This is an optimization exercise on Yosys and OpenROAD, whose aim is small area, a short achievable clock period and few clock cycles, not a production implementation.

== exp/lagoon ==
==> flow/design.v <==
`default_nettype none
package euclid_pkg;
  localparam int X_W = 8;
  localparam int Y_W = 8;
endpackage
`default_nettype wire
`timescale 1ns/1ps
`default_nettype none
module euclid_top
(
  input  wire logic        cr_intf,
  input  wire logic        rst_n,
  input  wire logic        job_start,
  input  wire logic        job_shape,       
  input  wire logic [7:0]  job_p0_x,
  input  wire logic [7:0]  job_p0_y,
  input  wire logic [7:0]  job_p1_x,
  input  wire logic [7:0]  job_p1_y,
  input  wire logic [7:0]  job_p2_x,
  input  wire logic [7:0]  job_p2_y,
  input  wire logic [15:0] job_color,
  input  wire logic [2:0]  job_bzdepth,
  input  wire logic        pxl_ready,
  output logic             busy,
  output logic             job_done,
  output logic             pxl_valid,
  output logic [7:0]       pxl_x,
  output logic [7:0]       pxl_y,
  output logic [15:0]      pxl_color
);
  assign pxl_color = job_color;
  logic start_c;
  assign start_c = job_start & ~busy;
  logic [1:0] lp_c;
  always_comb
  begin
    case (job_bzdepth)
      3'd0, 3'd1: lp_c = 2'd0;
      3'd2:       lp_c = 2'd1;
      default:    lp_c = 2'd2;
    endcase
  end
  logic       g_act;
  logic [1:0] g_lvl;         
  logic       g_st;          
  logic       g_xf;          
  logic [1:0] g_j;           
  logic [1:0] g_e;           
  logic [7:0] ta_x, ta_y, tb_x, tb_y, tc_x, tc_y;
  function automatic logic [7:0] mid(input logic [7:0] a, input logic [7:0] b);
    logic [8:0] s;
    logic       cy;
    cy = 1'b0;
    for (int i = 0; i < 8; i++)
    begin
      s[i] = a[i] ^ b[i] ^ cy;
      cy   = (a[i] & b[i]) | (cy & (a[i] ^ b[i]));
    end
    s[8] = cy;
    mid  = s[8:1];
  endfunction
  function automatic logic [7:0] step1(input logic [7:0] x, input logic up);
    logic t;
    t = 1'b1;
    for (int i = 0; i < 8; i++)
    begin
      step1[i] = x[i] ^ t;
      t        = t & (x[i] ^ ~up);
    end
  endfunction
  logic [7:0] mab_x, mab_y, mbc_x, mbc_y;
  assign mab_x = mid(ta_x, tb_x);
  assign mab_y = mid(ta_y, tb_y);
  assign mbc_x = mid(tb_x, tc_x);
  assign mbc_y = mid(tb_y, tc_y);
  logic       g_emit;        
  logic       g_jlast;
  logic       g_last;
  logic       g_dir;
  logic [7:0] g_ep_x, g_ep_y;
  logic       g_take;
  logic g_at, g_early;
  assign g_at    = g_act & (g_lvl == lp_c);
  assign g_early = g_act & g_st & ~g_dir & (g_lvl + 2'd1 == lp_c) & (g_e == 2'd0);
  assign g_emit  = (g_at & ~g_xf) | g_early;
  assign g_jlast = (lp_c == 2'd0) | ((lp_c == 2'd1) & g_j[0]) | (g_j == 2'd3);
  assign g_last  = (g_e == 2'd3) & g_jlast;
  assign g_dir   = ((lp_c == 2'd2) & (g_lvl == 2'd0)) ? g_j[1] : g_j[0];
  always_comb
  begin
    case (g_e)
      2'd0, 2'd1: begin g_ep_x = mab_x; g_ep_y = mab_y; end
      2'd2:       begin g_ep_x = tb_x;  g_ep_y = tb_y;  end
      default:    begin g_ep_x = tc_x;  g_ep_y = tc_y;  end
    endcase
  end
  logic       ne_v, ne_last;
  logic [7:0] ne_x, ne_y;
  logic       ne_take;
  assign g_take = g_emit & (~ne_v | ne_take);
  logic [7:0] ps_x, ps_y;    
  logic [7:0] en_x, en_y;    
  logic [7:0] dx, dy;
  logic       sx, sy;
  logic signed [9:0] err;
  logic       cur_last;
  assign pxl_x = ps_x;
  assign pxl_y = ps_y;
  logic at_end, accept, line_free;    
  logic [7:0] xm, ym;
  logic       eq_x, eq_y;
  assign xm   = step1(ps_x, sx);
  assign ym   = step1(ps_y, sy);
  assign eq_x = step_x ? (xm == en_x) : (ps_x == en_x);
  assign eq_y = step_y ? (ym == en_y) : (ps_y == en_y);
  assign accept    = pxl_valid & pxl_ready;
  assign job_done  = accept & at_end & cur_last;
  assign line_free = ~pxl_valid | (accept & at_end & ~cur_last);
  assign ne_take   = busy & line_free & ne_v;
  logic [8:0] ddx_a, ddx_b, ddy_a, ddy_b;
  logic [7:0] ndx, ndy;
  logic       nsx, nsy;
  assign ddx_a = {1'b0, ne_x} - {1'b0, en_x};
  assign ddx_b = {1'b0, en_x} - {1'b0, ne_x};
  assign ddy_a = {1'b0, ne_y} - {1'b0, en_y};
  assign ddy_b = {1'b0, en_y} - {1'b0, ne_y};
  assign nsx   = ~ddx_a[8];
  assign nsy   = ~ddy_a[8];
  assign ndx   = nsx ? ddx_a[7:0] : ddx_b[7:0];
  assign ndy   = nsy ? ddy_a[7:0] : ddy_b[7:0];
  logic signed [10:0] tx, ty;
  logic step_x, step_y;
  logic signed [9:0] err_x, err_y, err_xy, err_nx;
  assign tx     = {err, 1'b0};                            
  assign ty     = -$signed({3'b000, dy});
  assign step_x = (tx > ty);                              
  assign step_y = (tx < $signed({3'b000, dx}));           
  assign err_x  = err - $signed({2'b00, dy});
  assign err_y  = err + $signed({2'b00, dx});
  assign err_xy = err + $signed({2'b00, dx}) - $signed({2'b00, dy});
  assign err_nx = ({10{step_x &  step_y}} & err_xy) |
                  ({10{step_x & ~step_y}} & err_x) |
                  ({10{~step_x}}          & err_y);
  always_ff @(posedge cr_intf or negedge rst_n)
  begin
    if (!rst_n)
    begin
      busy      <= 1'b0;
      pxl_valid <= 1'b0;
      ne_v      <= 1'b0;
      g_act     <= 1'b0;
    end
    else
    begin
      if (start_c)
      begin
        busy      <= 1'b1;
        pxl_valid <= 1'b0;
        ne_v      <= ~job_shape | (job_bzdepth == 3'd0);
        g_act     <= job_shape;
      end
      else
      begin
        if (job_done)
        begin
          busy      <= 1'b0;
          pxl_valid <= 1'b0;
        end
        else if (busy & line_free)
          pxl_valid <= ne_v;
        if (g_take)
          ne_v <= 1'b1;
        else if (ne_take)
          ne_v <= 1'b0;
        if (g_take & g_last)
          g_act <= 1'b0;
      end
    end
  end
  always_ff @(posedge cr_intf)
  begin
    if (start_c)
    begin
      ps_x     <= job_p0_x;
      ps_y     <= job_p0_y;
      en_x     <= job_p0_x;
      en_y     <= job_p0_y;
      ne_x     <= job_p1_x;
      ne_y     <= job_p1_y;
      ne_last  <= ~job_shape;
      ta_x     <= job_p0_x;
      ta_y     <= job_p0_y;
      tb_x     <= job_p1_x;
      tb_y     <= job_p1_y;
      tc_x     <= job_p2_x;
      tc_y     <= job_p2_y;
      g_lvl    <= 2'd0;
      g_e      <= (job_bzdepth == 3'd0) ? 2'd3 : 2'd0;
      g_st     <= 1'b0;
      g_xf     <= 1'b0;
      g_j      <= 2'd0;
    end
    else
    begin
      if (g_act & ~g_at)
      begin
        if (g_take)
        begin
          g_e  <= 2'd1;
          g_xf <= 1'b1;
        end
        g_st <= ~g_st;
        if (!g_st)
        begin
          if (g_dir)
          begin
            ta_x <= mab_x; ta_y <= mab_y;
            tb_x <= mbc_x; tb_y <= mbc_y;
          end
          else
          begin
            tb_x <= mab_x; tb_y <= mab_y;
            tc_x <= mbc_x; tc_y <= mbc_y;
          end
        end
        else
        begin
          g_lvl <= g_lvl + 2'd1;
          if (g_dir)
          begin
            ta_x <= mab_x; ta_y <= mab_y;
          end
          else
          begin
            tc_x <= mbc_x; tc_y <= mbc_y;
          end
        end
      end
      else if (g_xf)
      begin
        g_xf <= 1'b0;
        ta_x <= mab_x; ta_y <= mab_y;
        tb_x <= mbc_x; tb_y <= mbc_y;
      end
      else if (g_take)
      begin
        g_e <= g_e + 2'd1;
        if (g_e == 2'd0)
        begin
          ta_x <= mab_x; ta_y <= mab_y;
          tb_x <= mbc_x; tb_y <= mbc_y;
        end
        if (g_e == 2'd3)
        begin
          g_j   <= g_j + 2'd1;
          g_lvl <= 2'd0;
          ta_x  <= job_p0_x; ta_y <= job_p0_y;
          tb_x  <= job_p1_x; tb_y <= job_p1_y;
          tc_x  <= job_p2_x; tc_y <= job_p2_y;
        end
      end
      if (g_take)
      begin
        ne_x    <= g_ep_x;
        ne_y    <= g_ep_y;
        ne_last <= g_last;
      end
      if (ne_take)
      begin
        en_x     <= ne_x;
        en_y     <= ne_y;
        dx       <= ndx;
        dy       <= ndy;
        sx       <= nsx;
        sy       <= nsy;
        err      <= $signed({2'b00, ndx}) - $signed({2'b00, ndy});
        cur_last <= ne_last;
        at_end   <= (ne_x == en_x) & (ne_y == en_y);
      end
      else if (accept & ~at_end)
      begin
        err    <= err_nx[9:0];
        at_end <= eq_x & eq_y;
        if (step_x)
          ps_x <= xm;
        if (step_y)
          ps_y <= ym;
      end
    end
  end
endmodule
`default_nettype wire
export LEC_CHECK = 0
export CAP_MARGIN = 20
export CORE_MARGIN = 2
export CORE_UTILIZATION = 40
export CTS_BUF_LIST = sky130_fd_sc_hd__clkbuf_8
export SETUP_SLACK_MARGIN = 1.7
export SLEW_MARGIN = 20
create_clock -name core_clock -period 5.5 [get_ports {cr_intf}]
standard.sh (not shown) runs the stock make flow with config.mk's settings and CLKGATE_MAP_FILE= SYNTH_SCRIPT=/design/flow/synth_recipe.tcl, a recipe that flattens the netlist after the stock synthesis.
==> flow/flow/run.sh <==
#!/bin/bash
# Standard layout, with plain buf_2 cells (instead of the default delay-buffer
# cell) for the port buffers. Full make output goes to make.log.
set -euo pipefail
export BUFFER_PORTS_ARGS="-buffer_cell sky130_fd_sc_hd__buf_2"
bash standard.sh > make.log 2>&1
Here is what was changed in the inputs of exp/violet compared with exp/lagoon.
Settings: SETUP_SLACK_MARGIN changed from 1.7 to 1.6.
Compared with exp/lagoon, exp/violet improves final setup slack of the worst path. Of exp/violet and exp/lagoon, the higher placer congestion estimate belongs to exp/lagoon. exp/violet vs. exp/lagoon: average via count per standard cell went down by about 0.43%. exp/violet: no failed stages, no open violations at the end. Met2 routed wirelength in exp/violet vs exp/lagoon: down 0.41%.
## Diff of input files: exp/amber against exp/violet
Settings: SETUP_SLACK_MARGIN: 1.6 -> 1.5.
==> run summary <==
- exp/amber: average via count per standard cell 0.017 below exp/violet
- exp/amber and exp/violet ended up with nearly the same clock skew after layout.
- Between exp/violet and exp/amber, the wire length of the first global-routing pass does not differ in any meaningful way.
- exp/violet -> exp/amber: xor/xnor cell area share of the yosys netlist flat
- Compared to exp/violet, exp/amber leaves more free space in the core.
Function was not checked in any run of this note: the RTL went through the layout flow alone.

[what the ideal ports hide]
Ports are ideal in the flow. The routed layouts listed here were re-timed in OpenROAD. Step 1: set_driving_cell puts a clkbuf_16 on cr_intf and a buf_2 on each other input, an assumption about the parent block. Step 2 adds t to the input delays and takes it off the output delays; t is the mean of the earliest and latest rising clock arrival at the registers after step 1. Input paths then give back, and output paths get back, about the clock's delay inside the block. a / b / c = ideal ports / drivers / drivers and shift; a / b = the first two.
run | t, ns | setup WS [ns] | worst hold slack (ns)
exp/lagoon | 0.483 | 1.703 / 1.703 / 1.445 | 0.436 / 0.421 / 0.441
exp/violet | 0.486 | 1.709 / 1.709 / 1.583 | 0.440 / 0.418 / 0.444
exp/amber | 0.486 | 1.650 / 1.650 / 1.579 | 0.440 / 0.417 / 0.445
After both steps setup and hold are still met in every run listed. For exp/lagoon, which loses most, drivers alone change the setup slack by 0.000 ns; drivers and shift together by -0.258 ns.
